This design comes from an exercise in tuning for small area, a short achievable clock period and few clock cycles on the open sky130 flow, not from production work. Function was checked by simulation only, so behaviour that the tests miss may differ from the original. Power figures rest on the tool's default switching activity, not on a simulated workload.

<file path="flow/run.sh">
#!/bin/bash
# synth_recipe.tcl (not shown) runs the flow's synth.tcl, then flattens the netlist and writes it again
# the make line also repeats each setting of config.mk as NAME=value (left out here)
make -C /OpenROAD-flow-scripts/flow DESIGN_CONFIG=/design/flow/config.mk WORK_HOME=/design/flow/orfs CLKGATE_MAP_FILE= SYNTH_SCRIPT=/design/flow/synth_recipe.tcl finish
</file>
<file path="flow/config.mk">
export PLATFORM = sky130hd
export DESIGN_NAME = encoder_hold_step_keyer
export DESIGN_NICKNAME = encoder_hold_step_keyer
export VERILOG_FILES = /design/flow/design.v
export SDC_FILE = /design/flow/constraint.sdc
export NUM_CORES = 4
export LEC_CHECK = 0
export CAP_MARGIN = 20
export CORE_MARGIN = 2
export CORE_UTILIZATION = 40
export SETUP_SLACK_MARGIN = 2.4
export SLEW_MARGIN = 20
export TNS_END_PERCENT = 5
</file>
<file path="flow/constraint.sdc">
create_clock -name core_clock -period 6.0 [get_ports {clk_i}]
set_input_delay 1.2000 -clock core_clock [delete_from_list [all_inputs] [get_ports {clk_i}]]
set_output_delay 1.2000 -clock core_clock [all_outputs]
set_load 0.01 [all_outputs]
</file>
<file path="flow/design.v">
`timescale 1ns / 1ps
package ehsk_pkg;
  localparam logic [1:0] REQ_DATA    = 2'd0;
  localparam logic [1:0] REQ_PROCESS = 2'd1;
  localparam logic [1:0] REQ_KEY     = 2'd2;
  localparam logic [1:0] REQ_TICK    = 2'd3;
  localparam logic [1:0] ACT_PRESS   = 2'd0;
  localparam logic [1:0] ACT_RELEASE = 2'd1;
  localparam logic [1:0] ACT_TAP     = 2'd2;
  localparam logic [2:0] CFG_TIMEOUT  = 3'd0;
  localparam logic [2:0] CFG_GROUP    = 3'd1;
  localparam logic [2:0] CFG_STICKY   = 3'd2;
  localparam logic [2:0] CFG_TOPREQ   = 3'd3;
  localparam logic [2:0] CFG_QREL     = 3'd4;
  localparam logic [2:0] CFG_ACOUNT   = 3'd5;
  localparam logic [2:0] CFG_AKEY0    = 3'd6;
  localparam logic [2:0] CFG_AKEY1    = 3'd7;
  localparam logic [15:0] DEFAULT_TIMEOUT = 16'd180;
  localparam int unsigned CFG_DW = 32;
  typedef struct packed {
    logic [1:0]         req_type;
    logic               sensor_sel;
    logic [2:0]         layer;
    logic [2:0]         top_layer;
    logic signed [15:0] delta_whole;
    logic signed [15:0] delta_fraction;
    logic               trigger_mode;
    logic [15:0]        key_page;
    logic [15:0]        key_id;
    logic               key_pressed;
  } req_t;
  typedef struct packed {
    logic       out_sensor;
    logic [2:0] out_layer;
    logic [1:0] action;
    logic       direction;
    logic       last;
  } res_t;
  typedef struct packed {
    logic load;       
    logic data_wr;    
    logic proc_rd;    
    logic mod_start;  
    logic mod_step;   
    logic proc_wr;    
    logic scan_rd;    
    logic scan_wr;    
    logic scan_inc;   
    logic emit;       
  } cmd_t;
  typedef struct packed {
    logic in_range;
    logic mod_done;
    logic scan_end;
    logic key_hit;
    logic has_result;  
  } sts_t;
endpackage
`timescale 1ns / 1ps
`timescale 1ns / 1ps
`timescale 1ns / 1ps
module encoder_hold_step_keyer #(
  parameter int unsigned SENSORS       = 2,
  parameter int unsigned LAYERS        = 8,
  parameter int unsigned ALLOW_ENTRIES = 2
) (
  input  logic                        clk_i,
  input  logic                        rst_ni,
  input  logic                        start,
  output logic                        busy,
  input  logic [74:0]                 req_i,
  output logic                        res_valid_o,
  output logic [7:0]                  res_o,
  input  logic                        cfg_we_i,
  input  logic [2:0]                  cfg_idx_i,
  input  logic [31:0]                 cfg_data_i
);
  localparam int N = 16;
  localparam logic [1:0] A_PRESS = 2'd0, A_REL = 2'd1, A_TAP = 2'd2;
  logic [15:0] tvm1_q;    
  logic [15:0] grp_q;
  logic        sticky_q, topreq_q, qrel_q;
  logic [1:0]  acount_q;
  logic [31:0] akey0_q, akey1_q;
  logic        grp_we;
  assign grp_we = cfg_we_i && (cfg_idx_i == 3'd1);
  always_ff @(posedge clk_i or negedge rst_ni) begin
    if (!rst_ni) begin
      tvm1_q   <= 16'd179;
      grp_q    <= 16'd5;
      sticky_q <= 1'b0;
      topreq_q <= 1'b1;
      qrel_q   <= 1'b0;
      acount_q <= 2'd0;
      akey0_q  <= '0;
      akey1_q  <= '0;
    end else if (cfg_we_i) begin
      case (cfg_idx_i)
        3'd0: tvm1_q   <= ((cfg_data_i[15:0] != 16'd0) ? cfg_data_i[15:0] : 16'd180) - 16'd1;
        3'd1: grp_q    <= cfg_data_i[15:0];
        3'd2: sticky_q <= cfg_data_i[0];
        3'd3: topreq_q <= cfg_data_i[0];
        3'd4: qrel_q   <= cfg_data_i[0];
        3'd5: acount_q <= cfg_data_i[1:0];
        3'd6: akey0_q  <= cfg_data_i;
        default: akey1_q <= cfg_data_i;
      endcase
    end
  end
  logic g_nz, g_is1, tv_one;
  assign g_nz   = (grp_q != 16'd0);
  assign g_is1  = (grp_q == 16'd1);
  assign tv_one = (tvm1_q == 16'd0);
  logic         busy_q, valid_q, stall_q;
  logic [7:0]   res_q;
  logic [3:0]   e_q;                   
  logic         q_rel, q_prs, q_dir;   
  logic [N-1:0] m_q;                   
  logic [2:0]   sc_q;                  
  logic [1:0]   pend_q [N];
  logic [N-1:0] held_q, hdir_q, x_q, tn_q, dirty_q, inc_q, z_q;
  logic [15:0]  sp_q [N];              
  logic [3:0]   ph_q;
  logic [15:0]  dl_q [N];              
  logic [15:0]  t_q;                   
  assign busy        = busy_q;
  assign res_valid_o = valid_q;
  assign res_o       = res_q;
  logic        tk;
  assign tk = start && !busy_q;
  logic [1:0]  i_ty;
  logic [3:0]  i_e;
  logic        i_gate, i_trig, i_kh;
  logic [1:0]  i_pn;
  logic [15:0] i_d;
  logic [31:0] i_key;
  logic        i_mod, i_alw;
  assign i_ty   = req_i[74:73];
  assign i_e    = req_i[72:69];
  assign i_gate = !topreq_q || (req_i[71:69] == req_i[68:66]);
  assign i_trig = req_i[33];
  assign i_d    = (req_i[65:50] != 16'd0) ? req_i[65:50] : req_i[49:34];
  assign i_pn   = (i_d == 16'd0) ? 2'd0 : (i_d[15] ? 2'd2 : 2'd1);
  assign i_key  = req_i[32:1];
  assign i_mod  = (req_i[32:17] == 16'd7) && (req_i[16:1] >= 16'hE0) && (req_i[16:1] <= 16'hE7);
  assign i_alw  = (acount_q >= 2'd1 && akey0_q == i_key) || (acount_q >= 2'd2 && akey1_q == i_key);
  assign i_kh   = req_i[0] && !i_mod && qrel_q && !i_alw;
  logic t_data, t_proc, t_pgt, t_ng, t_key, t_tick;
  assign t_data = tk && (i_ty == 2'd0);
  assign t_proc = tk && (i_ty == 2'd1);
  assign t_pgt  = t_proc && i_gate && i_trig;
  assign t_ng   = t_proc && !i_gate;
  assign t_key  = tk && (i_ty == 2'd2) && i_kh;
  assign t_tick = tk && (i_ty == 2'd3);
  logic [N-1:0] i_sel;
  always_comb for (int i = 0; i < N; i++) i_sel[i] = (i_e == 4'(i));
  logic [N-1:0] c_pn, c_st, c_prs, c_rp, c_tap, c_re, c_xn;
  logic [N-1:0] pg, trg, st, clr;
  logic [15:0]  t_inc, t_dl;
  assign t_inc = t_q + 16'd1;
  assign t_dl  = t_q + tvm1_q;
  always_comb begin
    for (int i = 0; i < N; i++) begin
      c_pn[i]  = (pend_q[i] != 2'd0);
      c_st[i]  = g_nz && c_pn[i] && dirty_q[i];
      c_prs[i] = c_pn[i] && !held_q[i];
      c_rp[i]  = c_pn[i] && held_q[i] && !sticky_q && (hdir_q[i] != pend_q[i][1]);
      c_tap[i] = c_pn[i] && g_nz && tn_q[i];
      c_re[i]  = stall_q && (e_q == 4'(i)) && !dirty_q[i];
      c_xn[i]  = held_q[i] && !x_q[i] && (dl_q[i] == t_inc);
      pg[i]  = (t_pgt && i_sel[i]) || c_re[i];
      st[i]  = t_pgt && i_sel[i] && c_st[i];
      trg[i] = pg[i] && c_pn[i] && !c_st[i];
      clr[i] = (t_data && i_sel[i] && !i_gate) || (t_ng && i_sel[i]) || (trg[i] && !g_nz)
               || t_key || (t_tick && x_q[i]);
    end
  end
  function automatic logic [4:0] low1(input logic [N-1:0] m);
    logic [3:0] ix;
    logic [N-1:0] rest;
    ix = '0;
    for (int i = N - 1; i >= 0; i--) if (m[i]) ix = 4'(i);
    rest = m & (m - 1'b1);
    low1 = {ix, (rest == '0)};
  endfunction
  logic [4:0] tk_l, ky_l, mq_l;
  assign tk_l = low1(x_q);
  assign ky_l = low1(held_q);
  assign mq_l = low1(m_q);
  logic tk_dir, ky_dir, mq_dir;
  assign tk_dir = hdir_q[tk_l[4:1]];
  assign ky_dir = hdir_q[ky_l[4:1]];
  assign mq_dir = hdir_q[mq_l[4:1]];
  logic [8:0] pb [N];
  logic [1:0] nb [N];   
  always_comb begin
    for (int i = 0; i < N; i++) begin
      logic d, tap, prs, rp;
      d = pend_q[i][1]; tap = c_tap[i]; prs = c_prs[i]; rp = c_rp[i];
      pb[i][8] = c_st[i];
      pb[i][7] = tap || prs || rp;
      if (tap)      pb[i][6:3] = {A_TAP, d, !(prs || rp)};
      else if (prs) pb[i][6:3] = {A_PRESS, d, 1'b1};
      else          pb[i][6:3] = {A_REL, !d, 1'b0};
      pb[i][2] = tap && rp;
      pb[i][1] = (tap && (prs || rp)) || (!tap && rp);
      pb[i][0] = d;
      nb[i] = {held_q[i], hdir_q[i]};
    end
  end
  logic [8:0] s_pb;
  logic [1:0] s_nb;
  logic s_prs, s_rp;
  assign s_pb  = pb[i_e];
  assign s_nb  = nb[i_e];
  assign s_prs = c_prs[i_e];
  assign s_rp  = c_rp[i_e];
  logic re_go, re_tap;
  assign re_go  = stall_q && !dirty_q[e_q];
  assign re_tap = tn_q[e_q];
  logic        dv_it;
  logic [3:0]  dv_idx;
  logic [15:0] dv_rem, dv_quo;
  logic [4:0]  dv_left;   
  logic [15:0] rd_sp, rd_s;
  logic        rd_inc, rd_one, rd_z;
  assign rd_z   = z_q[ph_q];
  assign rd_sp  = sp_q[0];
  assign rd_inc = inc_q[ph_q];
  logic [15:0] rd_sp1;
  logic        rd_is0, rd_is1;
  assign rd_sp1 = rd_sp + 16'd1;
  assign rd_is0 = (rd_sp == 16'd0);
  assign rd_is1 = (rd_sp == 16'd1);
  always_comb begin
    case ({rd_z, rd_inc})
      2'b00:   begin rd_s = rd_sp;  rd_one = rd_is1; end
      2'b01:   begin rd_s = rd_sp1; rd_one = rd_is0; end
      2'b10:   begin rd_s = 16'd1;  rd_one = 1'b1;   end
      default: begin rd_s = 16'd2;  rd_one = 1'b0;   end
    endcase
  end
  logic [16:0] dv_sh, dv_sub;
  logic [15:0] dv_nrem;
  logic        dv_skip;
  assign dv_sh   = {dv_rem, dv_quo[15]};
  assign dv_sub  = dv_sh - {1'b0, grp_q};
  assign dv_nrem = dv_sub[16] ? dv_sh[15:0] : dv_sub[15:0];
  logic dv_r0;    
  assign dv_r0 = (dv_sh == 17'd0) || (dv_sh == {1'b0, grp_q});
  assign dv_skip = (dv_rem == 16'd0) && (dv_quo[15:12] == 4'd0) && (dv_left > 5'd4);
  logic dv_done;
  assign dv_done = dv_it && !dv_skip && (dv_left == 5'd1);
  logic rd_ok;
  assign rd_ok = !dv_it && dirty_q[ph_q];
  logic grp_we_q, dv_kill;
  assign dv_kill = z_q[dv_idx] || grp_we_q;
  always_ff @(posedge clk_i or negedge rst_ni) begin
    if (!rst_ni) begin
      busy_q  <= 1'b0;
      valid_q <= 1'b0;
      stall_q <= 1'b0;
      q_rel   <= 1'b0;
      q_prs   <= 1'b0;
      m_q     <= '0;
      t_q     <= '0;
      held_q  <= '0;
      x_q     <= '0;
      tn_q    <= '0;
      dirty_q <= '0;
      inc_q   <= '0;
      z_q     <= '1;
      for (int i = 0; i < N; i++) pend_q[i] <= '0;
      dv_it   <= 1'b0;
      grp_we_q <= 1'b0;
      ph_q    <= '0;
      dv_idx  <= '0;
      dv_left <= '0;
    end else begin
      if (tk) begin
        busy_q  <= 1'b0;
        valid_q <= 1'b0;
        stall_q <= 1'b0;
        q_rel   <= 1'b0;
        q_prs   <= 1'b0;
        m_q     <= '0;
        case (i_ty)
          2'd1: begin
            if (i_gate && i_trig) begin
              stall_q <= s_pb[8];
              busy_q  <= s_pb[8] || s_pb[7];
              valid_q <= !s_pb[8] && s_pb[7];
              q_rel   <= !s_pb[8] && s_pb[2];
              q_prs   <= !s_pb[8] && s_pb[1];
            end else if (!i_gate) begin
              busy_q  <= s_nb[1];
              valid_q <= s_nb[1];
            end
          end
          2'd2: if (i_kh) begin
            busy_q  <= (held_q != '0);
            valid_q <= (held_q != '0);
            m_q     <= held_q & (held_q - 1'b1);
          end
          2'd3: begin
            busy_q  <= (x_q != '0);
            valid_q <= (x_q != '0);
            m_q     <= x_q & (x_q - 1'b1);
          end
          default: ;
        endcase
      end else if (stall_q) begin
        if (re_go) begin
          stall_q <= 1'b0;
          busy_q  <= re_tap || sc_q[2] || sc_q[1];
          valid_q <= re_tap || sc_q[2] || sc_q[1];
          q_rel   <= re_tap && sc_q[1];
          q_prs   <= (re_tap && (sc_q[2] || sc_q[1])) || (!re_tap && sc_q[1]);
        end
      end else if (busy_q) begin
        if (q_rel) q_rel <= 1'b0;
        else if (q_prs) q_prs <= 1'b0;
        else m_q <= m_q & (m_q - 1'b1);
        busy_q  <= q_rel || q_prs || (m_q != '0);
        valid_q <= q_rel || q_prs || (m_q != '0);
      end
      if (t_tick) t_q <= t_inc;
      for (int i = 0; i < N; i++) begin
        if (t_data && i_sel[i]) pend_q[i] <= i_gate ? i_pn : 2'd0;
        if ((t_proc && i_sel[i] && !st[i]) || c_re[i] || t_key) pend_q[i] <= 2'd0;
        if (trg[i]) begin
          held_q[i] <= 1'b1;
          x_q[i]    <= tv_one;
        end
        if ((t_ng && i_sel[i]) || t_key) begin
          held_q[i] <= 1'b0;
          x_q[i]    <= 1'b0;
        end
        if (t_tick) begin
          held_q[i] <= held_q[i] && !x_q[i];
          x_q[i]    <= c_xn[i];
        end
        if (rd_ok && ph_q == 4'(i)) begin
          z_q[i]   <= 1'b0;
          inc_q[i] <= 1'b0;
          if (rd_one) begin
            tn_q[i]    <= g_is1;
            dirty_q[i] <= 1'b0;
          end
        end
        if (dv_done && !dv_kill && dv_idx == 4'(i)) begin
          tn_q[i]    <= dv_r0;
          dirty_q[i] <= 1'b0;
        end
        if (trg[i] && g_nz) begin
          inc_q[i]   <= 1'b1;
          dirty_q[i] <= 1'b1;
        end
        if (clr[i]) begin
          z_q[i]     <= 1'b1;
          inc_q[i]   <= 1'b0;
          dirty_q[i] <= 1'b0;
          tn_q[i]    <= g_is1;
        end
        if (grp_we) dirty_q[i] <= 1'b1;
      end
      ph_q <= ph_q + 4'd1;
      grp_we_q <= grp_we;
      if (dv_it) begin
        dv_left <= dv_left - (dv_skip ? 5'd4 : 5'd1);
        if (dv_done || dv_kill) dv_it <= 1'b0;
      end else if (rd_ok) begin
        dv_it   <= !rd_one;
        dv_idx  <= ph_q;
        dv_left <= 5'd16;
      end
    end
  end
  always_ff @(posedge clk_i) begin
    if (tk) begin
      e_q   <= i_e;
      q_dir <= s_pb[0];
      sc_q  <= {s_prs, s_rp, s_pb[0]};
      case (i_ty)
        2'd1: if (!i_gate) res_q <= {i_e, A_REL, s_nb[0], 1'b1};
              else         res_q <= {i_e, s_pb[6:3]};
        2'd2:              res_q <= {ky_l[4:1], A_REL, ky_dir, ky_l[0]};
        default:           res_q <= {tk_l[4:1], A_REL, tk_dir, tk_l[0]};
      endcase
    end else if (stall_q) begin
      if (re_tap)         res_q <= {e_q, A_TAP, sc_q[0], !(sc_q[2] || sc_q[1])};
      else if (sc_q[2])   res_q <= {e_q, A_PRESS, sc_q[0], 1'b1};
      else                res_q <= {e_q, A_REL, !sc_q[0], 1'b0};
    end else if (busy_q) begin
      if (q_rel)          res_q <= {e_q, A_REL, !q_dir, 1'b0};
      else if (q_prs)     res_q <= {e_q, A_PRESS, q_dir, 1'b1};
      else                res_q <= {mq_l[4:1], A_REL, mq_dir, mq_l[0]};
    end
    for (int i = 0; i < N; i++) begin
      if (trg[i] && (c_prs[i] || c_rp[i])) hdir_q[i] <= pend_q[i][1];
      if (trg[i]) dl_q[i] <= t_dl;
    end
    for (int i = 0; i < N - 1; i++) sp_q[i] <= sp_q[i + 1];
    sp_q[N - 1] <= rd_ok ? rd_s : sp_q[0];
    if (rd_ok) begin
      dv_rem <= '0;
      dv_quo <= rd_s;
    end else if (dv_it) begin
      if (dv_skip) dv_quo <= {dv_quo[11:0], 4'd0};
      else begin
        dv_rem <= dv_nrem;
        dv_quo <= {dv_quo[14:0], 1'b0};
      end
    end
  end
endmodule
</file>
==> impl_metrics.csv, run 1 <==
group,metric,value,unit
synthesis,synth-compound-area-share,13.08,%
global_routing,grt_start_max_net_pins,111,
synthesis,synth_top_area_share,22.33,%
timing,tightest_slew,1.099,ns
global_routing,antenna_found_initial,7,
cts,cts_tree,"built",
synthesis,synth-xor-area-share,8.813,%
setup_path,start_kind,"input port",
cts,cts_num_sinks,855,
layout,stdcell_count,5446,
synthesis,synth_top_family_by_area,"simple AND/OR/NAND/NOR gates",
floorplanning,initial_core_util,40.16,%
cts,clk_pin_slew,0.06,ns
power_and_ir_drop,p_sw,0.006412,W
synthesis,ys_async_sr_fraction,32.75,%
synthesis,synthMuxAreaShare,5.558,%
floorplanning,rows,117,
timing,min_period_over_period,62.08,%
power_and_ir_drop,p_per_area,383.2,nW/µm²
synthesis,synth-simple-area-share,15.29,%
setup_path,crit_arrival,4.26,ns
timing,rsz0062_at_grt,"yes",
layout,final_common_cell,"nand2_1",
timing,maxSlewHeadroom,26.38,%
placement,post-place-cells,5231,
cts,h-tree-depth,3,
route,drc,0,
synthesis,syn_nets,3979,
global_routing,grt_pass1_wl,215000,µm
power_and_ir_drop,ir_drop,335.2,µV
synthesis,syn_avg_cell_area,10.68,µm²
synthesis,synthAdderAreaFrac,1.615,%
route,viasPerCell,5.881,
synthesis,synth_seq_area_share,52.96,%
floorplanning,die_w,323.2,µm
synthesis,ys_warn_count,6,
synthesis,synth_area_leaders,"edfxtp_1 22%, dfrtp_1 16%, dfxtp_1 13%",
route,drt-initial-drc-count,3374,
floorplanning,fp.dieH,323.2,µm
cts,clk_path_buf_depth,3,
timing,finalSetupViolCount,0,
global_routing,grt_overflow,0,
layout,drive_above_1_share,14.31,%
layout,final_cell_mix,"331 x nand2_1, 303 x edfxtp_1, 272 x dfxtp_1",
floorplanning,ioPinCount,124,
route,dr.pass1.iters,6,
power_and_ir_drop,pwr-share-comb,26.8,%
synthesis,synth_flop_cell,"edfxtp_1",
layout,multiInputGateArea,19060,µm²
timing,tns,0,ns
route,drt_wl_total,147700,µm
synthesis,synth-seq-cells,855,
setup_path,path_common_cell,"buf_4",
timing,skew,0.04573,ns
timing,drv_slew,0,
placement,gp_congestion,1.029,
layout,fin_nets,4162,
synthesis,synth-edff-count,303,
cts,cts_root_buf,"clkbuf_16",
setup_path,end_kind,"register",
power_and_ir_drop,switching_share,34.62,%
layout,final_core_utilization,47.65,%
hold_path,hp-class,"reg2reg",
power_and_ir_drop,intPower,0.01211,W
global_routing,grt_pass1_vias,31160,
outcome,status,"no timing/DRC/antenna violations",
route,ant_nets,0,
setup_path,required,6.54,ns
power_and_ir_drop,p_seq_share,43.6,%
synthesis,syn_area,40750,µm²
setup_path,critPathKind,"in2reg",
route,route.vias.total,32030,
flow_run,drv_cap,0,
global_routing,grtUsageTotal,28.14,%
cts,cts_made_buffers,88,
setup_path,slowest_delay,0.49,ns
synthesis,netlist-cell-type-count,101,
placement,place.port_buffers,123,
timing,fin_crit,3.725,ns
cts,insertion_delay,0.68,ns
timing,clock.fmax,0.2685,GHz
synthesis,netlist.top_cell.by_area,"edfxtp_1",
setup_path,path_cells,"clkdlybuf4s50_1 -> xor2_1 -> nor4_2 -> nand4_1 -> o31ai_2 -> nor3_1 -> buf_4 -> nor2_2 -> buf_4 -> nand2_1 -> o32a_1",
layout,seq_area,21590,µm²
floorplanning,die_area,104400,µm²
cts,ctsHoldBuffers,0,
power_and_ir_drop,leakage,17.95,nW
setup_path,cp_max_fo,13,
route,wl_per_cell,27.11,µm
timing,fin_hold_ws,0.3132,ns
setup_path,cpMaxStageDelayCell,"clkdlybuf4s50_1",
synthesis,syn_inst,3816,
timing,finalHoldViolCount,0,
placement,dp_hpwl,106000,µm
layout,nFillCells,9288,
floorplanning,core-area,101400,µm²
power_and_ir_drop,clkPwrFrac,29.6,%
layout,syn_to_final_growth,18.63,%
-- layout make-up --
| class | count | share of cell area (%) |
|---|---|---|
| multi-input cells | 2685 | 39.43 |
| flip-flops and latches | 855 | 44.65 |
| repair buffers | 285 | 5.656 |
| diodes | 3 | 0.01553 |
| clock buffers | 139 | 5.293 |
| clock inverters | 27 | 0.7403 |
| well taps | 1368 | 3.541 |
| inverters | 84 | 0.6678 |
-- per-layer routing --
layer	wire, µm	vias up	track usage (%)
met5	15	-	0
met4	7780	2	13.53
met3	11610	361	5.341
met1	62030	15940	37.76
li1	-	14340	-
met2	66230	1386	43.82
-- synthesized netlist by cell type, types with 24 or more instances --
| cell type | number |
|---|---|
| o31ai_1 | 26 |
| a211oi_1 | 33 |
| a21o_1 | 36 |
| nor3_1 | 68 |
| dfrtp_1 | 256 |
| and2_1 | 34 |
| or3_1 | 27 |
| nand4_1 | 52 |
| mux4_2 | 32 |
| mux2_2 | 69 |
| nand2_1 | 336 |
| a22oi_1 | 28 |
| nand3_1 | 135 |
| xor2_1 | 233 |
| nand3b_1 | 30 |
| o211ai_1 | 24 |
| dfxtp_1 | 272 |
| clkbuf_1 | 147 |
| nor4_1 | 106 |
| edfxtp_1 | 303 |
| o22ai_1 | 26 |
| inv_1 | 82 |
| o21ai_0 | 203 |
| nor2b_1 | 40 |
| xnor2_1 | 177 |
| nand2b_1 | 48 |
| mux2i_1 | 74 |
| a31oi_1 | 35 |
| dfstp_2 | 24 |
| buf_2 | 25 |
| nor2_1 | 250 |
| ha_1 | 47 |
| a21oi_1 | 200 |
-- registers in the layout, summed over array words and instances, names as in the netlist, 5 cells and up --
| signal | flops |
|---|---|
| dv_rem | 16 |
| z_q | 16 |
| dl_q | 256 |
| m_q | 15 |
| held_q | 16 |
| dv_quo | 16 |
| tvm1_q | 16 |
| dv_left | 5 |
| tn_q | 16 |
| hdir_q | 16 |
| sp_q | 256 |
| res_q | 8 |
| akey1_q | 32 |
| inc_q | 16 |
| dirty_q | 16 |
| grp_q | 16 |
| x_q | 16 |
| akey0_q | 32 |
| t_q | 16 |
| pend_q | 32 |
-- stage by stage --
| step | power [W] | worst slack (ns) | instance area, µm² |
|---|---|---|---|
| global route | 0.01930 | 2.212 | 48330 |
| floorplan | 0.01083 | 2.180 | 40920 |
| finish | 0.01852 | 2.275 | 48340 |
| detailed placement | 0.01291 | 0.8971 | 44330 |
| CTS | 0.01848 | 2.110 | 47990 |
| global placement | 0.01286 | 0.9298 | 44290 |
-- worst paths after layout --
kind,start,endpoint,slack (ns),cells after the start
setup / recovery,req_i[8],x_q[12],2.28,11
setup reg to reg,grp_q[0],res_q[1],2.36,12
min in group asynchronous,rst_ni,busy_q,0.56,1
hold / removal,sp_q[3][2],sp_q[2][2],0.31,0
max in group asynchronous,rst_ni,ph_q[1],4.16,2
hold reg to reg,sp_q[3][2],sp_q[2][2],0.31,0
-- critical path, delay by kind of cell --
family	cells	cell delay [ns]
buffers and inverters	3	0.96
AND/OR/NAND/NOR	5	1.14
AO/OA/AOI/OAI	2	0.73
XOR/XNOR	1	0.21
-- power groups by stage --
stage | registers [W] | clock network [W] | logic (W)
after global placement | 0.00810 | 0 | 0.00476
after floorplan | 0.00760 | 0 | 0.00323
after detailed placement | 0.00812 | 0 | 0.00479
final | 0.00807 | 0.00549 | 0.00496
after CTS | 0.00802 | 0.00559 | 0.00486
after global routing | 0.00813 | 0.00581 | 0.00536
-- cell families after synthesis --
family	Yosys count
and+or+nand+nor	1230
DFF	855
AOI/OAI and AO/OA	814
xor gates and xnor gates	410
buffers and inverters	278
muxes	177
adders and majority gates	52
-- what timing repair did --
action | in CTS | in global routing
endpoints found under the setup margin | 445 | 223
gates resized for setup | 55 | 57
pin swaps | 8 | 6
buffers inserted | 38 | 5
cloned | 2 | 1
Testbench counts, summed over its fixed seeds: cycles 13,660.
==> run 2: changes to the inputs <==
--- a/flow/config.mk
+++ b/flow/config.mk
@@ -8,6 +8,6 @@
 export CAP_MARGIN = 20
 export CORE_MARGIN = 2
 export CORE_UTILIZATION = 40
-export SETUP_SLACK_MARGIN = 2.4
+export SETUP_SLACK_MARGIN = 2.8
 export SLEW_MARGIN = 20
 export TNS_END_PERCENT = 5
==> run 2 against run 1 <==
Global-route usage shrank 0.094 points; non-clock buffer count grew 58; clock power grew 5.1%; fmax grew 5.5%; highest routed layer unchanged; via count grew 2.4%.
==> impl_metrics.csv, run 2 <==
group,metric,value,unit
outcome,status,"no timing/DRC/antenna violations",
global_routing,grt_pass1_vias,31340,
route,dr.pass1.iters,6,
synthesis,netlist-cell-type-count,101,
timing,finalHoldViolCount,0,
synthesis,synth_area_leaders,"edfxtp_1 22%, dfrtp_1 16%, dfxtp_1 13%",
setup_path,worstSetupStartpoint,"held_q[12]",
timing,finalSetupViolCount,0,
layout,fin_nets,4222,
timing,skew,0.03914,ns
synthesis,syn_inst,3816,
placement,gp_congestion,1.056,
route,route.vias.total,32800,
floorplanning,ioPinCount,124,
timing,tightest_slew,1.026,ns
synthesis,synth-seq-cells,855,
setup_path,r2r_start,"held_q[12]",
power_and_ir_drop,ir_drop,292.7,µV
hold_path,hp-class,"reg2reg",
flow_run,drv_cap,0,
power_and_ir_drop,leakage,18.70,nW
timing,tns,0,ns
power_and_ir_drop,p_per_area,383.4,nW/µm²
route,wl_per_cell,27.00,µm
route,drt_wl_total,148800,µm
synthesis,synth-edff-count,303,
cts,ctsHoldBuffers,0,
route,viasPerCell,5.953,
synthesis,ys_warn_count,6,
placement,place_ws,1.005,ns
synthesis,synth_seq_area_share,52.96,%
cts,clk_path_buf_depth,3,
layout,final_common_cell,"nand2_1",
cts,cts_root_buf,"clkbuf_16",
synthesis,syn_avg_cell_area,10.68,µm²
synthesis,synth_most_common_cell,"nand2_1",
timing,setup_slack,2.469,ns
cts,h-tree-depth,3,
cts,cts_tree,"built",
power_and_ir_drop,totalPowerFinal,0.01921,W
setup_path,rrSetupSlack,2.47,ns
placement,dp_hpwl,103900,µm
synthesis,netlist.top_cell.by_area,"edfxtp_1",
route,ant_nets,0,
floorplanning,initial_core_util,40.16,%
setup_path,crit_arrival,4.09,ns
layout,largest_registers,"dl_q x256, sp_q x256",
hold_path,min_from,"sp_q[15][13]",
synthesis,synth_flop_cell,"edfxtp_1",
layout,drive_above_1_share,18.54,%
synthesis,synth_top_area_share,22.33,%
synthesis,syn_nets,3979,
timing,rsz0062_at_grt,"yes",
global_routing,grt_pass1_wl,215700,µm
timing,min_period_over_period,58.85,%
timing,drv_slew,0,
global_routing,grtUsageTotal,28.05,%
placement,place.port_buffers,123,
floorplanning,core-area,101400,µm²
layout,stdcell_count,5510,
cts,cts_made_buffers,89,
route,drt-initial-drc-count,3693,
global_routing,antenna_found_initial,8,
floorplanning,die_area,104400,µm²
synthesis,ys_async_sr_fraction,32.75,%
synthesis,syn_area,40750,µm²
layout,syn_to_final_growth,23.01,%
floorplanning,die_w,323.2,µm
cts,cts_num_sinks,855,
cts,insertion_delay,0.69,ns
timing,fin_hold_ws,0.3157,ns
setup_path,start_kind,"register",
floorplanning,rows,117,
placement,post-place-cells,5232,
setup_path,critPathKind,"reg2reg",
setup_path,required,6.56,ns
layout,final_cell_mix,"319 x nand2_1, 303 x edfxtp_1, 272 x dfxtp_1",
setup_path,cp_max_fo,12,
timing,clock.fmax,0.2832,GHz
timing,maxSlewHeadroom,31.28,%
synthesis,ys_top_cells_by_count,"336 x nand2_1, 303 x edfxtp_1, 272 x dfxtp_1",
route,drc,0,
timing,fin_crit,3.531,ns
global_routing,grt_start_max_net_pins,109,
setup_path,end_kind,"register",
floorplanning,fp.dieH,323.2,µm
cts,clk_pin_slew,0.06,ns
global_routing,grt_overflow,0,
## run 2: cell counts after synthesis
Identical to the previous run, type by type.
## run 2: power breakdown
part | leakage [nW] | internal [W] | switching, W
registers | 8.45 | 0.00711 | 0.00100
clock network | 1.51 | 0.00335 | 0.00242
logic | 8.74 | 0.00206 | 0.00327
## run 2: worst paths after layout
check	cells after the start	endpoint
worst max-delay path	9	res_q[1]
worst min-delay path	0	sp_q[14][13]
worst max register to register	9	res_q[1]
worst min register to register	0	sp_q[14][13]
max in group asynchronous	2	ph_q[0]
min in group asynchronous	1	pend_q[2][1]
## run 2: cell type report
cell class                      instances  area, µm²
Timing Repair Buffer                  343       3465
Tap cell                             1368       1712
Fill cell                            9109      51330
Clock buffer                          124       2585
Antenna cell                            6      15.01
Sequential cell                       855      21590
Inverter                               84      322.8
Multi-Input combinational cell       2686      19930
Clock inverter                         44      503.0
## run 2: per-stage QoR
stage | area (µm²) | utilization (%)
after global routing | 50120 | 49.40
after floorplan | 41080 | -
final | 50120 | 49.40
after global placement | 44400 | 43.76
after detailed placement | 44430 | 43.79
after CTS | 49080 | 48.38
## run 2: worst max-delay path, cell delays in order (launching register included)
cell and delay, ns:
dfrtp_1 0.49, buf_4 0.27, nor2b_1 0.15, a2111oi_0 0.60
o41ai_2 0.21, a211o_1 0.34, o31ai_1 0.23, mux2_2 0.42
o41ai_1 0.48, or4b_1 0.20
## run 2: logic make-up after synthesis
family / count (synthesis) / synth area share [%]
xor+xnor: 410 / 8.813
buf+inv: 278 / 2.678
mux: 177 / 5.558
compound gates: 814 / 13.08
fa+ha+maj: 52 / 1.615
flops: 855 / 52.96
simple gates: 1230 / 15.29
## run 2: timing repair
action | 4_1_cts | 5_1_grt
pin swaps | 35 | 48
endpoints found under the hold margin | 0 | 0
gates resized for setup | 219 | 136
setup endpoints to repair | 545 | 389
setup buffers | 53 | 40
gates cloned | 6 | 4
## run 2: routing by layer
metal | vias to the layer above | share of wire (%) | track usage (%)
met3 | 432 | 9.0 | 5.672
met5 | - | 0.0060 | 0
met4 | 2 | 5.8 | 14.50
li1 | 14490 | - | -
met1 | 16190 | 42 | 38.48
met2 | 1686 | 43 | 41.96
==> run 3: changes to the inputs <==
==> flow/flow/run.sh (new file) <==
#!/bin/bash
# The standard layout (standard.sh), with plain sky130_fd_sc_hd__buf_4 cells as
# the input and output port buffers instead of the delay-cell buffers that
# buffer_ports picks by default. Every port still gets its own buffer.
set -euo pipefail
bash standard.sh "BUFFER_PORTS_ARGS=-buffer_cell sky130_fd_sc_hd__buf_4" finish > make_finish.log 2>&1
==> flow/standard.sh (new file) <==
#!/bin/bash
# synth_recipe.tcl (not shown) runs the flow's synth.tcl, then flattens the netlist and writes it again
# the make line also repeats each setting of config.mk as NAME=value (left out here)
make -C /OpenROAD-flow-scripts/flow DESIGN_CONFIG=/design/flow/config.mk WORK_HOME=/design/flow/orfs CLKGATE_MAP_FILE= SYNTH_SCRIPT=/design/flow/synth_recipe.tcl "${@:-finish}"
--- a/flow/config.mk
+++ b/flow/config.mk
@@ -5,6 +5,7 @@
 export SDC_FILE = /design/flow/constraint.sdc
 export NUM_CORES = 4
 export LEC_CHECK = 0
+export ABC_CLOCK_PERIOD_IN_PS = 3000
 export CAP_MARGIN = 20
 export CORE_MARGIN = 2
 export CORE_UTILIZATION = 40
removed: flow/run.sh
==> run 3 against run 2 <==
Critical endpoint is now inc_q[10]; die area is the same; sequential share of layout area grew 1.4 points; first-iteration DRC count grew 2.4%; non-clock buffer count shrank 41; fmax is 3.3% higher; design area is 3.0% lower; critical path type is now in2reg; largest power group unchanged; total power shrank 0.70%; still clean; global-route usage is 0.31 points higher.
==> impl_metrics.csv, run 3 <==
group,metric,value,unit
synthesis,ys_async_sr_fraction,32.75,%
global_routing,grt_pass1_vias,31420,
synthesis,synth_seq_area_share,52.96,%
timing,finalHoldViolCount,0,
power_and_ir_drop,switching_share,35.50,%
setup_path,reg2regPathDepth,8,
hold_path,min_from,"sp_q[6][0]",
hold_path,hp-class,"reg2reg",
timing,tns,0,ns
setup_path,r2r_start,"sticky_q",
route,route.vias.total,32580,
global_routing,antenna_found_initial,5,
layout,syn_to_final_growth,19.28,%
power_and_ir_drop,clkPwrFrac,29.8,%
synthesis,syn_avg_cell_area,10.68,µm²
timing,min_period_over_period,56.99,%
timing,clock.fmax,0.2925,GHz
setup_path,start_kind,"input port",
timing,skew,0.04159,ns
cts,cts_num_sinks,855,
synthesis,synth-edff-count,303,
setup_path,end_kind,"register",
global_routing,grtUsageTotal,28.35,%
timing,maxSlewHeadroom,30.82,%
layout,drive_above_1_share,19.32,%
layout,final_cell_mix,"330 x nand2_1, 303 x edfxtp_1, 275 x buf_4",
global_routing,grt_overflow,0,
floorplanning,die_area,104400,µm²
global_routing,grt_start_max_net_pins,125,
synthesis,synth_flop_cell,"edfxtp_1",
setup_path,cp_max_fo,17,
timing,drv_slew,0,
cts,clk_pin_slew,0.06,ns
synthesis,syn_area,40750,µm²
setup_path,crit_arrival,4.00,ns
route,drt-initial-drc-count,3780,
power_and_ir_drop,p_seq_share,42.6,%
synthesis,netlist-cell-type-count,101,
route,drc,0,
global_routing,grt_pass1_wl,216800,µm
floorplanning,fp.dieH,323.2,µm
floorplanning,initial_core_util,40.16,%
power_and_ir_drop,p_per_area,392.6,nW/µm²
cts,cts_root_buf,"clkbuf_16",
cts,h-tree-depth,3,
cts,cts_tree,"built",
power_and_ir_drop,pwr-share-comb,27.6,%
timing,rsz0062_at_grt,"yes",
layout,nFillCells,9243,
power_and_ir_drop,leakage,18.22,nW
layout,fin_nets,4183,
floorplanning,rows,117,
synthesis,synth_most_common_cell,"nand2_1",
timing,tightest_slew,1.037,ns
route,ant_nets,0,
route,viasPerCell,5.963,
placement,dp_hpwl,105100,µm
power_and_ir_drop,p_sw,0.006773,W
outcome,status,"no timing/DRC/antenna violations",
cts,cts_made_buffers,90,
route,dr.pass1.iters,6,
synthesis,synth_area_leaders,"edfxtp_1 22%, dfrtp_1 16%, dfxtp_1 13%",
floorplanning,die_w,323.2,µm
route,drt_wl_total,149800,µm
placement,place.port_buffers,123,
setup_path,worstSetupStartpoint,"req_i[8]",
synthesis,ys_top_cells_by_count,"336 x nand2_1, 303 x edfxtp_1, 272 x dfxtp_1",
synthesis,syn_inst,3816,
placement,place_ws,1.234,ns
placement,gp_congestion,1.091,
cts,insertion_delay,0.69,ns
layout,final_common_cell,"nand2_1",
cts,clk_path_buf_depth,3,
power_and_ir_drop,ir_drop,379.8,µV
synthesis,netlist.top_cell.by_area,"edfxtp_1",
floorplanning,ioPinCount,124,
layout,largest_registers,"dl_q x256, sp_q x256",
setup_path,required,6.58,ns
setup_path,critPathKind,"in2reg",
timing,finalSetupViolCount,0,
timing,setup_slack,2.581,ns
route,wl_per_cell,27.41,µm
synthesis,synth_top_area_share,22.33,%
timing,fin_crit,3.419,ns
synthesis,syn_nets,3979,
power_and_ir_drop,totalPowerFinal,0.01908,W
synthesis,synth-seq-cells,855,
synthesis,ys_warn_count,6,
hold_path,whs_path_depth,0,
layout,diodes,0,
flow_run,drv_cap,0,
power_and_ir_drop,intPower,0.01231,W
floorplanning,core-area,101400,µm²
==> run 3: repair_timing <==
action / CTS / global route
hold buffers: 0 / 0
setup endpoints to repair: 486 / 289
resized for setup: 111 / 65
pin swaps: 14 / 23
buffers inserted: 52 / 17
cloned: 4 / 4
==> run 3: area by class of cell <==
cell class                 count  area, µm²  share of cell area, %
clock buffer                 127       2615                  5.380
clock inverter                40      442.9                 0.9113
inverter                      84      319.1                 0.6565
multi-input combinational   2687      19360                  39.84
sequential                   855      21610                  44.46
tap                         1368       1712                  3.522
timing repair buffer         302       2545                  5.236
==> run 3: critical path: stages <==
cell      delay [ns]
buf_4           0.13
xor2_1          0.15
nor4_1          0.45
nand4_1         0.24
o31ai_4         0.36
or3_4           0.32
nand2_1         0.24
nor3_1          0.69
o21bai_1        0.20
==> run 3: per-layer routing <==
metal / track usage, % / wire length, µm
met5: 0 / 23
met4: 14.74 / 8602
met3: 4.965 / 13380
met2: 42.80 / 65420
met1: 39.05 / 62330
==> run 3: path summary, 6_finish.rpt <==
kind / end / slack (ns)
min reg2reg: sp_q[5][0] / 0.31
max reg2reg: res_q[0] / 2.61
max: inc_q[10] / 2.58
max in group asynchronous: ph_q[0] / 4.03
min: sp_q[5][0] / 0.31
min in group asynchronous: pend_q[8][0] / 0.48
==> run 3: power by group through the flow <==
stage | registers [W] | clock network (W) | logic (W)
after global routing | 0.00817 | 0.00599 | 0.00564
after detailed placement | 0.00814 | 0 | 0.00493
final | 0.00813 | 0.00568 | 0.00527
after global placement | 0.00814 | 0 | 0.00490
after floorplan | 0.00760 | 0 | 0.00324
after CTS | 0.00806 | 0.00578 | 0.00512
==> run 3: kinds of logic (layout without fill, tap and decap cells) <==
family,count (synthesis),in the layout,synth area share [%]
AOI/OAI and AO/OA,814,817,13.08
xor gates and xnor gates,410,410,8.813
adders and majority gates,52,52,1.615
buffers and inverters,278,553,2.678
DFF,855,855,52.96
muxes,177,178,5.558
and+or+nand+nor,1230,1230,15.29
==> run 3: metrics by stage <==
step	hold slack, ns	instance area (µm²)	utilization (%)	instances
after floorplan	0.3096	41080	-	3816
after global placement	0.3110	44050	43.42	5219
after detailed placement	0.3121	44060	43.43	5219
after CTS	0.3174	48100	47.41	5442
after global routing	0.3217	48600	47.91	5463
final	0.3101	48600	47.91	5463
==> run 4: changes to the inputs <==
--- a/flow/design.v
+++ b/flow/design.v
@@ -77,7 +77,8 @@
 );
   localparam int N = 16;
   localparam logic [1:0] A_PRESS = 2'd0, A_REL = 2'd1, A_TAP = 2'd2;
-  logic [15:0] tvm1_q;    
+  logic [15:0] tv_q;      
+  logic        g_nz, g_is1, tv_one;   
   logic [15:0] grp_q;
   logic        sticky_q, topreq_q, qrel_q;
   logic [1:0]  acount_q;
@@ -86,8 +87,11 @@
   assign grp_we = cfg_we_i && (cfg_idx_i == 3'd1);
   always_ff @(posedge clk_i or negedge rst_ni) begin
     if (!rst_ni) begin
-      tvm1_q   <= 16'd179;
+      tv_q     <= 16'd180;
+      tv_one   <= 1'b0;
       grp_q    <= 16'd5;
+      g_nz     <= 1'b1;
+      g_is1    <= 1'b0;
       sticky_q <= 1'b0;
       topreq_q <= 1'b1;
       qrel_q   <= 1'b0;
@@ -96,8 +100,15 @@
       akey1_q  <= '0;
     end else if (cfg_we_i) begin
       case (cfg_idx_i)
-        3'd0: tvm1_q   <= ((cfg_data_i[15:0] != 16'd0) ? cfg_data_i[15:0] : 16'd180) - 16'd1;
-        3'd1: grp_q    <= cfg_data_i[15:0];
+        3'd0: begin
+          tv_q   <= (cfg_data_i[15:0] != 16'd0) ? cfg_data_i[15:0] : 16'd180;
+          tv_one <= (cfg_data_i[15:0] == 16'd1);
+        end
+        3'd1: begin
+          grp_q  <= cfg_data_i[15:0];
+          g_nz   <= (cfg_data_i[15:0] != 16'd0);
+          g_is1  <= (cfg_data_i[15:0] == 16'd1);
+        end
         3'd2: sticky_q <= cfg_data_i[0];
         3'd3: topreq_q <= cfg_data_i[0];
         3'd4: qrel_q   <= cfg_data_i[0];
@@ -107,10 +118,6 @@
       endcase
     end
   end
-  logic g_nz, g_is1, tv_one;
-  assign g_nz   = (grp_q != 16'd0);
-  assign g_is1  = (grp_q == 16'd1);
-  assign tv_one = (tvm1_q == 16'd0);
   logic         busy_q, valid_q, stall_q;
   logic [7:0]   res_q;
   logic [3:0]   e_q;                   
@@ -120,9 +127,10 @@
   logic [1:0]   pend_q [N];
   logic [N-1:0] held_q, hdir_q, x_q, tn_q, dirty_q, inc_q, z_q;
   logic [15:0]  sp_q [N];              
-  logic [3:0]   ph_q;
+  logic [N-1:0] oh_q;                  
   logic [15:0]  dl_q [N];              
-  logic [15:0]  t_q;                   
+  logic [15:0]  u_q;                   
+  logic [15:0]  w_q;                   
   assign busy        = busy_q;
   assign res_valid_o = valid_q;
   assign res_o       = res_q;
@@ -156,9 +164,8 @@
   always_comb for (int i = 0; i < N; i++) i_sel[i] = (i_e == 4'(i));
   logic [N-1:0] c_pn, c_st, c_prs, c_rp, c_tap, c_re, c_xn;
   logic [N-1:0] pg, trg, st, clr;
-  logic [15:0]  t_inc, t_dl;
-  assign t_inc = t_q + 16'd1;
-  assign t_dl  = t_q + tvm1_q;
+  logic [15:0]  t_dl;
+  assign t_dl  = w_q + tv_q;
   always_comb begin
     for (int i = 0; i < N; i++) begin
       c_pn[i]  = (pend_q[i] != 2'd0);
@@ -167,7 +174,7 @@
       c_rp[i]  = c_pn[i] && held_q[i] && !sticky_q && (hdir_q[i] != pend_q[i][1]);
       c_tap[i] = c_pn[i] && g_nz && tn_q[i];
       c_re[i]  = stall_q && (e_q == 4'(i)) && !dirty_q[i];
-      c_xn[i]  = held_q[i] && !x_q[i] && (dl_q[i] == t_inc);
+      c_xn[i]  = held_q[i] && !x_q[i] && (dl_q[i] == u_q);
       pg[i]  = (t_pgt && i_sel[i]) || c_re[i];
       st[i]  = t_pgt && i_sel[i] && c_st[i];
       trg[i] = pg[i] && c_pn[i] && !c_st[i];
@@ -219,14 +226,14 @@
   assign re_go  = stall_q && !dirty_q[e_q];
   assign re_tap = tn_q[e_q];
   logic        dv_it;
-  logic [3:0]  dv_idx;
+  logic [N-1:0] dv_oh;    
   logic [15:0] dv_rem, dv_quo;
   logic [4:0]  dv_left;   
   logic [15:0] rd_sp, rd_s;
   logic        rd_inc, rd_one, rd_z;
-  assign rd_z   = z_q[ph_q];
+  assign rd_z   = |(z_q & oh_q);
   assign rd_sp  = sp_q[0];
-  assign rd_inc = inc_q[ph_q];
+  assign rd_inc = |(inc_q & oh_q);
   logic [15:0] rd_sp1;
   logic        rd_is0, rd_is1;
   assign rd_sp1 = rd_sp + 16'd1;
@@ -252,9 +259,9 @@
   logic dv_done;
   assign dv_done = dv_it && !dv_skip && (dv_left == 5'd1);
   logic rd_ok;
-  assign rd_ok = !dv_it && dirty_q[ph_q];
+  assign rd_ok = !dv_it && |(dirty_q & oh_q);
   logic grp_we_q, dv_kill;
-  assign dv_kill = z_q[dv_idx] || grp_we_q;
+  assign dv_kill = |(z_q & dv_oh) || grp_we_q;
   always_ff @(posedge clk_i or negedge rst_ni) begin
     if (!rst_ni) begin
       busy_q  <= 1'b0;
@@ -263,7 +270,8 @@
       q_rel   <= 1'b0;
       q_prs   <= 1'b0;
       m_q     <= '0;
-      t_q     <= '0;
+      u_q     <= 16'd1;
+      w_q     <= 16'hFFFF;
       held_q  <= '0;
       x_q     <= '0;
       tn_q    <= '0;
@@ -273,8 +281,8 @@
       for (int i = 0; i < N; i++) pend_q[i] <= '0;
       dv_it   <= 1'b0;
       grp_we_q <= 1'b0;
-      ph_q    <= '0;
-      dv_idx  <= '0;
+      oh_q    <= 16'd1;
+      dv_oh   <= '0;
       dv_left <= '0;
     end else begin
       if (tk) begin
@@ -324,7 +332,10 @@
         busy_q  <= q_rel || q_prs || (m_q != '0);
         valid_q <= q_rel || q_prs || (m_q != '0);
       end
-      if (t_tick) t_q <= t_inc;
+      if (t_tick) begin
+        u_q <= u_q + 16'd1;
+        w_q <= w_q + 16'd1;
+      end
       for (int i = 0; i < N; i++) begin
         if (t_data && i_sel[i]) pend_q[i] <= i_gate ? i_pn : 2'd0;
         if ((t_proc && i_sel[i] && !st[i]) || c_re[i] || t_key) pend_q[i] <= 2'd0;
@@ -340,15 +351,15 @@
           held_q[i] <= held_q[i] && !x_q[i];
           x_q[i]    <= c_xn[i];
         end
-        if (rd_ok && ph_q == 4'(i)) begin
+        if (oh_q[i] && inc_q[i]) begin
           z_q[i]   <= 1'b0;
           inc_q[i] <= 1'b0;
-          if (rd_one) begin
-            tn_q[i]    <= g_is1;
-            dirty_q[i] <= 1'b0;
-          end
         end
-        if (dv_done && !dv_kill && dv_idx == 4'(i)) begin
+        if (rd_ok && oh_q[i] && rd_one) begin
+          tn_q[i]    <= g_is1;
+          dirty_q[i] <= 1'b0;
+        end
+        if (dv_done && !dv_kill && dv_oh[i]) begin
           tn_q[i]    <= dv_r0;
           dirty_q[i] <= 1'b0;
         end
@@ -364,14 +375,14 @@
         end
         if (grp_we) dirty_q[i] <= 1'b1;
       end
-      ph_q <= ph_q + 4'd1;
+      oh_q <= {oh_q[N-2:0], oh_q[N-1]};
       grp_we_q <= grp_we;
       if (dv_it) begin
         dv_left <= dv_left - (dv_skip ? 5'd4 : 5'd1);
         if (dv_done || dv_kill) dv_it <= 1'b0;
       end else if (rd_ok) begin
         dv_it   <= !rd_one;
-        dv_idx  <= ph_q;
+        dv_oh   <= oh_q;
         dv_left <= 5'd16;
       end
     end
@@ -401,7 +412,7 @@
       if (trg[i]) dl_q[i] <= t_dl;
     end
     for (int i = 0; i < N - 1; i++) sp_q[i] <= sp_q[i + 1];
-    sp_q[N - 1] <= rd_ok ? rd_s : sp_q[0];
+    sp_q[N - 1] <= rd_s;
     if (rd_ok) begin
       dv_rem <= '0;
       dv_quo <= rd_s;
--- a/flow/config.mk
+++ b/flow/config.mk
@@ -9,6 +9,6 @@
 export CAP_MARGIN = 20
 export CORE_MARGIN = 2
 export CORE_UTILIZATION = 40
-export SETUP_SLACK_MARGIN = 2.8
+export SETUP_SLACK_MARGIN = 3.0
 export SLEW_MARGIN = 20
 export TNS_END_PERCENT = 5
==> run 4 against run 3 <==
Largest cell class unchanged; clock skew rose by 0.037 ns; hold slack better by 0.012 ns; wire length shrank 3.8%; non-clock buffer count fell by 47; global-route usage is 1.6 points lower; sequential power fell by 3.7%; sequential cell count rose by 43; largest power group unchanged; fmax rose by 6.6%; first-iteration DRC count is 1.7% higher; highest routed layer unchanged; cell count shrank 2.2%; utilization shrank 0.57 points.
==> impl_metrics.csv, run 4 <==
group,metric,value,unit
cts,cts_num_sinks,898,
timing,fin_hold_ws,0.3216,ns
cts,cts_root_buf,"clkbuf_16",
route,dr.pass1.iters,8,
floorplanning,fp.dieH,324.5,µm
synthesis,syn_avg_cell_area,10.96,µm²
timing,fin_crit,3.208,ns
timing,clock.fmax,0.3117,GHz
global_routing,grt_start_max_net_pins,127,
global_routing,grt_pass1_vias,30970,
route,drc,0,
power_and_ir_drop,totalPowerFinal,0.01734,W
route,route.vias.total,31850,
synthesis,ys_top_cells_by_count,"303 x edfxtp_1, 301 x nand2_1, 281 x dfrtp_1",
layout,stdcell_count,5344,
flow_run,drv_cap,0,
setup_path,worstSetupStartpoint,"pend_q[9][1]",
timing,skew,0.07831,ns
setup_path,reg2regPathDepth,8,
power_and_ir_drop,p_per_area,359.6,nW/µm²
floorplanning,die_w,324.5,µm
floorplanning,ioPinCount,124,
synthesis,syn_nets,3907,
synthesis,ys_warn_count,6,
route,ant_nets,0,
layout,final_cell_mix,"303 x edfxtp_1, 278 x nand2_1, 273 x xnor2_1",
synthesis,synth_area_leaders,"edfxtp_1 22%, dfrtp_1 17%, dfxtp_1 13%",
synthesis,synth_seq_area_share,55.19,%
synthesis,synth_flop_cell,"edfxtp_1",
cts,clk_pin_slew,0.06,ns
timing,tns,0,ns
synthesis,synth_top_area_share,22.14,%
setup_path,path_cells,"mux2_2 -> nor3b_4 -> nor3b_1 -> o21ai_1 -> o21ai_0 -> or3_1 -> o311ai_1 -> a31oi_1",
setup_path,rrSetupSlack,2.79,ns
route,viasPerCell,5.959,
setup_path,end_kind,"register",
layout,seq_area,22700,µm²
floorplanning,die_area,105300,µm²
timing,drv_slew,0,
synthesis,synth_most_common_cell,"edfxtp_1",
cts,clk_path_buf_depth,3,
setup_path,r2r_end,"res_q[0]",
synthesis,netlist.top_cell.by_area,"edfxtp_1",
route,drt_wl_total,144000,µm
timing,tightest_slew,1.149,ns
layout,nFillCells,9336,
placement,place.port_buffers,123,
setup_path,cp_num_cells,8,
power_and_ir_drop,ir_drop,291.8,µV
global_routing,grt_pass1_wl,210800,µm
power_and_ir_drop,leakage,18.20,nW
setup_path,cp_top_family,"simple AND/OR/NAND/NOR gates",
layout,multiInputGateArea,18050,µm²
layout,final_common_cell,"edfxtp_1",
timing,maxSlewHeadroom,23.30,%
setup_path,critPathKind,"reg2reg",
global_routing,grt_overflow,0,
cts,insertion_delay,0.71,ns
route,wl_per_cell,26.95,µm
placement,post-place-cells,5119,
synthesis,ys_async_sr_fraction,35.97,%
floorplanning,core-area,101900,µm²
timing,min_period_over_period,53.47,%
floorplanning,rows,117,
cts,cts_made_buffers,93,
synthesis,syn_inst,3748,
synthesis,synth-edff-count,303,
placement,gp_congestion,1.037,
setup_path,start_kind,"register",
setup_path,crit_arrival,3.59,ns
layout,fin_nets,4056,
timing,finalSetupViolCount,0,
timing,rsz0062_at_grt,"yes",
hold_path,hp-class,"reg2reg",
cts,h-tree-depth,3,
placement,dp_hpwl,99050,µm
layout,syn_to_final_growth,17.38,%
setup_path,slowest_delay,0.60,ns
timing,finalHoldViolCount,0,
layout,drive_above_1_share,19.02,%
setup_path,cpMaxStageDelayCell,"dfrtp_1",
global_routing,grtUsageTotal,26.72,%
setup_path,endpoint,"res_q[0]",
layout,stdcell_area,48240,µm²
setup_path,cp_num_buf_inv,0,
global_routing,antenna_found_initial,5,
cts,cts_tree,"built",
outcome,status,"no timing/DRC/antenna violations",
cts,ctsHoldBuffers,0,
setup_path,cp_max_fo,9,
route,drt-initial-drc-count,3844,
setup_path,required,6.38,ns
floorplanning,initial_core_util,40.33,%
placement,placed_cell_area,43930,µm²
synthesis,netlist-cell-type-count,104,
setup_path,r2r_start,"pend_q[9][1]",
synthesis,synth-seq-cells,898,
synthesis,syn_area,41100,µm²
layout,largest_registers,"dl_q x256, sp_q x256",
==> run 4: final cells by class <==
cell class              instances  area share [%]
clock buffers                 126           5.429
multi-input cells            2550           37.42
diodes                          2         0.01038
well taps                    1368           3.548
clock inverters                46           1.300
inverters                      99          0.9001
repair buffers                255           4.332
flip-flops and latches        898           47.06
==> run 4: layer usage <==
metal  track usage (%)  part of all wire (%)  vias up
li1                  -                     -    14040
met1             37.04                    42    15890
met2             41.00                    44     1549
met3             4.989                   9.2      366
met4             11.30                   4.5        4
met5                 0                 0.012        -
==> run 4: report_power, final <==
group	internal [W]	switching [W]
registers	0.00705	0.000774
logic	0.00130	0.00217
clock network	0.00347	0.00258
==> run 4: cell families (layout without fill, tap and decap cells) <==
kind of cell	Yosys count	count (layout)	share of synthesized area (%)
other	0	2	0
buffers and inverters	302	526	2.853
and+or+nand+nor	1084	1086	13.43
xor gates and xnor gates	402	402	8.586
AOI/OAI and AO/OA	835	835	13.41
DFF	898	898	55.19
muxes	174	174	4.935
adders and majority gates	53	53	1.601
==> run 4: worst min-delay path by stage <==
| stage | slack [ns] | depth (start not counted) | to | startpoint |
|---|---|---|---|---|
| after floorplan | 0.31 | 0 | sp_q[0][0] | sp_q[1][0] |
| after global placement | 0.31 | 0 | sp_q[14][1] | sp_q[15][1] |
| after detailed placement | 0.31 | 0 | sp_q[1][3] | sp_q[2][3] |
| after CTS | 0.32 | 0 | sp_q[11][3] | sp_q[12][3] |
| after global routing | 0.33 | 0 | sp_q[11][12] | sp_q[12][12] |
| final | 0.32 | 0 | sp_q[3][7] | sp_q[4][7] |
==> run 4: repair_timing <==
| item | in CTS | in global routing |
|---|---|---|
| pin swaps | 9 | 19 |
| buffers inserted | 25 | 24 |
| resized for setup | 54 | 90 |
| gates cloned | 1 | 1 |
| endpoints found under the setup margin | 495 | 388 |
==> run 4: stage by stage <==
step | utilization, % | setup slack, ns
floorplan | - | 2.889
global placement | 43.11 | 1.164
detailed placement | 43.12 | 1.019
CTS | 46.74 | 2.718
global route | 47.34 | 2.805
finish | 47.34 | 2.792
Testbench counts of run 4, summed over its fixed seeds: cycles 13,660.
==> run 5: changes to the inputs <==
--- a/flow/config.mk
+++ b/flow/config.mk
@@ -9,6 +9,7 @@
 export CAP_MARGIN = 20
 export CORE_MARGIN = 2
 export CORE_UTILIZATION = 40
-export SETUP_SLACK_MARGIN = 3.0
+export CTS_BUF_LIST = sky130_fd_sc_hd__clkbuf_8
+export SETUP_SLACK_MARGIN = 3.2
 export SLEW_MARGIN = 20
 export TNS_END_PERCENT = 5
==> run 5 against run 4 <==
Still clean; critical path depth rose by 6; wire length rose by 0.88%; sequential cell count did not move; worst setup slack improved by 0.10 ns; total power fell by 1.3%; cell count rose by 3.2%; count of clock-buffer cells in the layout rose by 53; utilization rose by 0.75 points; non-clock buffer count rose by 63; highest routed layer unchanged.
==> impl_metrics.csv, run 5 <==
group,metric,value,unit
floorplanning,die_area,105300,µm²
timing,rsz0062_at_grt,"yes",
layout,drive_above_1_share,22.17,%
route,dr.pass1.iters,6,
synthesis,syn_area,41100,µm²
timing,finalHoldViolCount,0,
global_routing,antenna_found_initial,6,
cts,cts_num_sinks,898,
floorplanning,fp.dieH,324.5,µm
hold_path,hp-class,"reg2reg",
setup_path,cp_num_buf_inv,3,
timing,drv_slew,0,
power_and_ir_drop,totalPowerFinal,0.01712,W
setup_path,required,6.56,ns
setup_path,path_common_cell,"o21ai_2",
route,viasPerCell,5.845,
cts,clk_path_buf_depth,3,
route,drt-initial-drc-count,3584,
power_and_ir_drop,ir_drop,275.4,µV
synthesis,synth-seq-cells,898,
synthesis,synth_flop_cell,"edfxtp_1",
setup_path,crit_arrival,3.67,ns
placement,place.port_buffers,123,
synthesis,ys_async_sr_fraction,35.97,%
global_routing,grt_start_max_net_pins,141,
power_and_ir_drop,leakage,18.76,nW
timing,min_period_over_period,51.80,%
layout,final_cell_mix,"303 x edfxtp_1, 283 x buf_4, 279 x nand2_1",
route,drc,0,
floorplanning,ioPinCount,124,
setup_path,critPathKind,"reg2reg",
global_routing,grt_pass1_vias,31710,
synthesis,netlist.top_cell.by_area,"edfxtp_1",
setup_path,start_kind,"register",
timing,finalSetupViolCount,0,
global_routing,grt_pass1_wl,212500,µm
setup_path,cp_top_family,"compound AO/OA/AOI/OAI gates",
placement,post-place-cells,5127,
floorplanning,initial_core_util,40.33,%
synthesis,ys_top_cells_by_count,"303 x edfxtp_1, 301 x nand2_1, 281 x dfrtp_1",
floorplanning,rows,117,
cts,h-tree-depth,4,
global_routing,grt_overflow,0,
flow_run,drv_cap,0,
floorplanning,core-area,101900,µm²
cts,cts_made_buffers,150,
cts,cts_tree,"built",
cts,ctsHoldBuffers,0,
floorplanning,die_w,324.5,µm
setup_path,slowest_delay,0.56,ns
timing,tns,0,ns
setup_path,path_cells,"ha_4 -> inv_2 -> fa_2 -> nor2b_2 -> o21ai_2 -> a21boi_2 -> o21ai_2 -> a211oi_2 -> nor3_2 -> o41ai_2 -> a21oi_1 -> xnor2_2 -> buf_6 -> buf_12",
synthesis,synth_most_common_cell,"edfxtp_1",
setup_path,end_kind,"register",
placement,dp_hpwl,99040,µm
layout,stdcell_area,49000,µm²
layout,final_common_cell,"edfxtp_1",
layout,stdcell_count,5515,
cts,clk_pin_slew,0.06,ns
route,drt_wl_total,145300,µm
layout,fin_nets,4175,
outcome,status,"no timing/DRC/antenna violations",
timing,maxSlewHeadroom,25.99,%
synthesis,syn_avg_cell_area,10.96,µm²
power_and_ir_drop,p_per_area,349.4,nW/µm²
timing,fin_crit,3.108,ns
route,ant_nets,0,
placement,placed_cell_area,43910,µm²
synthesis,synth_top_area_share,22.14,%
synthesis,synth-edff-count,303,
synthesis,syn_nets,3907,
route,route.vias.total,32240,
timing,skew,0.06214,ns
synthesis,syn_inst,3748,
timing,clock.fmax,0.3217,GHz
global_routing,grtUsageTotal,26.89,%
layout,syn_to_final_growth,19.23,%
layout,final_core_utilization,48.09,%
layout,largest_registers,"dl_q x256, sp_q x256",
setup_path,cp_max_fo,8,
setup_path,cpMaxStageDelayCell,"dfstp_2",
placement,gp_congestion,1.053,
synthesis,synth_area_leaders,"edfxtp_1 22%, dfrtp_1 17%, dfxtp_1 13%",
cts,insertion_delay,0.86,ns
synthesis,synth_seq_area_share,55.19,%
cts,cts_root_buf,"clkbuf_8",
route,wl_per_cell,26.35,µm
timing,tightest_slew,1.102,ns
synthesis,netlist-cell-type-count,104,
layout,nFillCells,9490,
synthesis,ys_warn_count,6,
-- run 5: cell counts after synthesis --
No cell type changed its count.
-- run 5: timing repair --
action / in CTS / in global routing
setup endpoints to repair: 501 / 404
pin swaps: 16 / 31
setup buffers: 49 / 48
gates resized for setup: 114 / 102
cloned: 3 / 5
-- run 5: cell families after synthesis --
kind of cell / after synthesis / synth area share (%)
simple gates: 1084 / 13.43
flops: 898 / 55.19
compound gates: 835 / 13.41
xor+xnor: 402 / 8.586
buf+inv: 302 / 2.853
mux: 174 / 4.935
fa+ha+maj: 53 / 1.601
-- run 5: layout make-up --
class	instances	area, µm²	area share, %
inverter	99	444.2	0.9065
sequential	898	22740	46.40
tap	1368	1712	3.493
clock buffer	179	2464	5.028
antenna	7	17.52	0.03575
timing repair buffer	318	2783	5.679
clock inverter	97	713.2	1.456
multi-input combinational	2549	18130	37.00
-- run 5: worst paths after layout --
kind                                endpoint         from  cells past startpoint  slack [ns]
worst min-delay path             sp_q[12][3]  sp_q[13][3]                      0        0.31
worst min register to register   sp_q[12][3]  sp_q[13][3]                      0        0.31
max in group asynchronous       pend_q[9][0]       rst_ni                      2        4.29
worst max-delay path             dl_q[0][14]       w_q[0]                     14        2.89
worst max register to register   dl_q[0][14]       w_q[0]                     14        2.89
min in group asynchronous             m_q[6]       rst_ni                      1        0.43
-- run 5: per-layer routing --
metal	global-route usage (%)	part of all wire, %	up-vias
met5	0	0.031	-
met4	12.28	4.9	6
met3	5.807	9.2	414
met2	41.39	44	1627
met1	36.30	42	15910
li1	-	-	14280
-- run 5: through the flow --
| step | worst slack [ns] | hold slack [ns] |
|---|---|---|
| 3_5_place_dp | 1.396 | 0.3121 |
| 6_report | 2.892 | 0.3057 |
| 3_3_place_gp | 1.017 | 0.3106 |
| 5_1_grt | 2.799 | 0.3081 |
| 2_1_floorplan | 2.891 | 0.3096 |
| 4_1_cts | 2.779 | 0.3151 |
-- run 5: power breakdown --
part | leakage (nW) | internal (W) | total [W] | switching (W)
sequential | 8.89 | 0.00706 | 0.00790 | 0.000841
combinational | 8.06 | 0.00141 | 0.00358 | 0.00216
clock | 1.81 | 0.00303 | 0.00564 | 0.00261
total | 18.8 | 0.0115 | 0.0171 | 0.00562

==> static timing again, ports no longer ideal <==
In the flow no input, the clock included, has a driving cell. The finished layouts below were timed again as built, in two steps. Step 1 (the two cells are an assumption about what drives the block):
set clk [get_ports {clk_i}]
set_driving_cell -lib_cell sky130_fd_sc_hd__clkbuf_16 $clk
set_driving_cell -lib_cell sky130_fd_sc_hd__buf_2 [delete_from_list [all_inputs] $clk]
Step 2 also shifts input and output timing later by t, the mid clock arrival at the registers, as if the neighbouring blocks saw the same clock. Slacks: no drivers / after step 1 / after step 2; pairs: no drivers / after step 1.
run	t, ns	setup WS [ns]	worst setup path after step 2	worst data-port slew with drivers (ns)
run 1	0.730	2.275 / 2.321 / 1.591	input to register	0.08
run 2	0.742	2.469 / 2.469 / 1.793	input to register	0.09
run 3	0.742	2.581 / 2.613 / 1.875	input to register	0.08
run 4	0.748	2.792 / 2.792 / 2.119	input to register	0.08
run 5	0.899	2.892 / 2.892 / 2.065	input to register	0.21
After both steps every run listed still meets setup and hold. The setup slack of run 5, which loses most, moves by 0.000 ns with the drivers and by -0.827 ns with both steps.
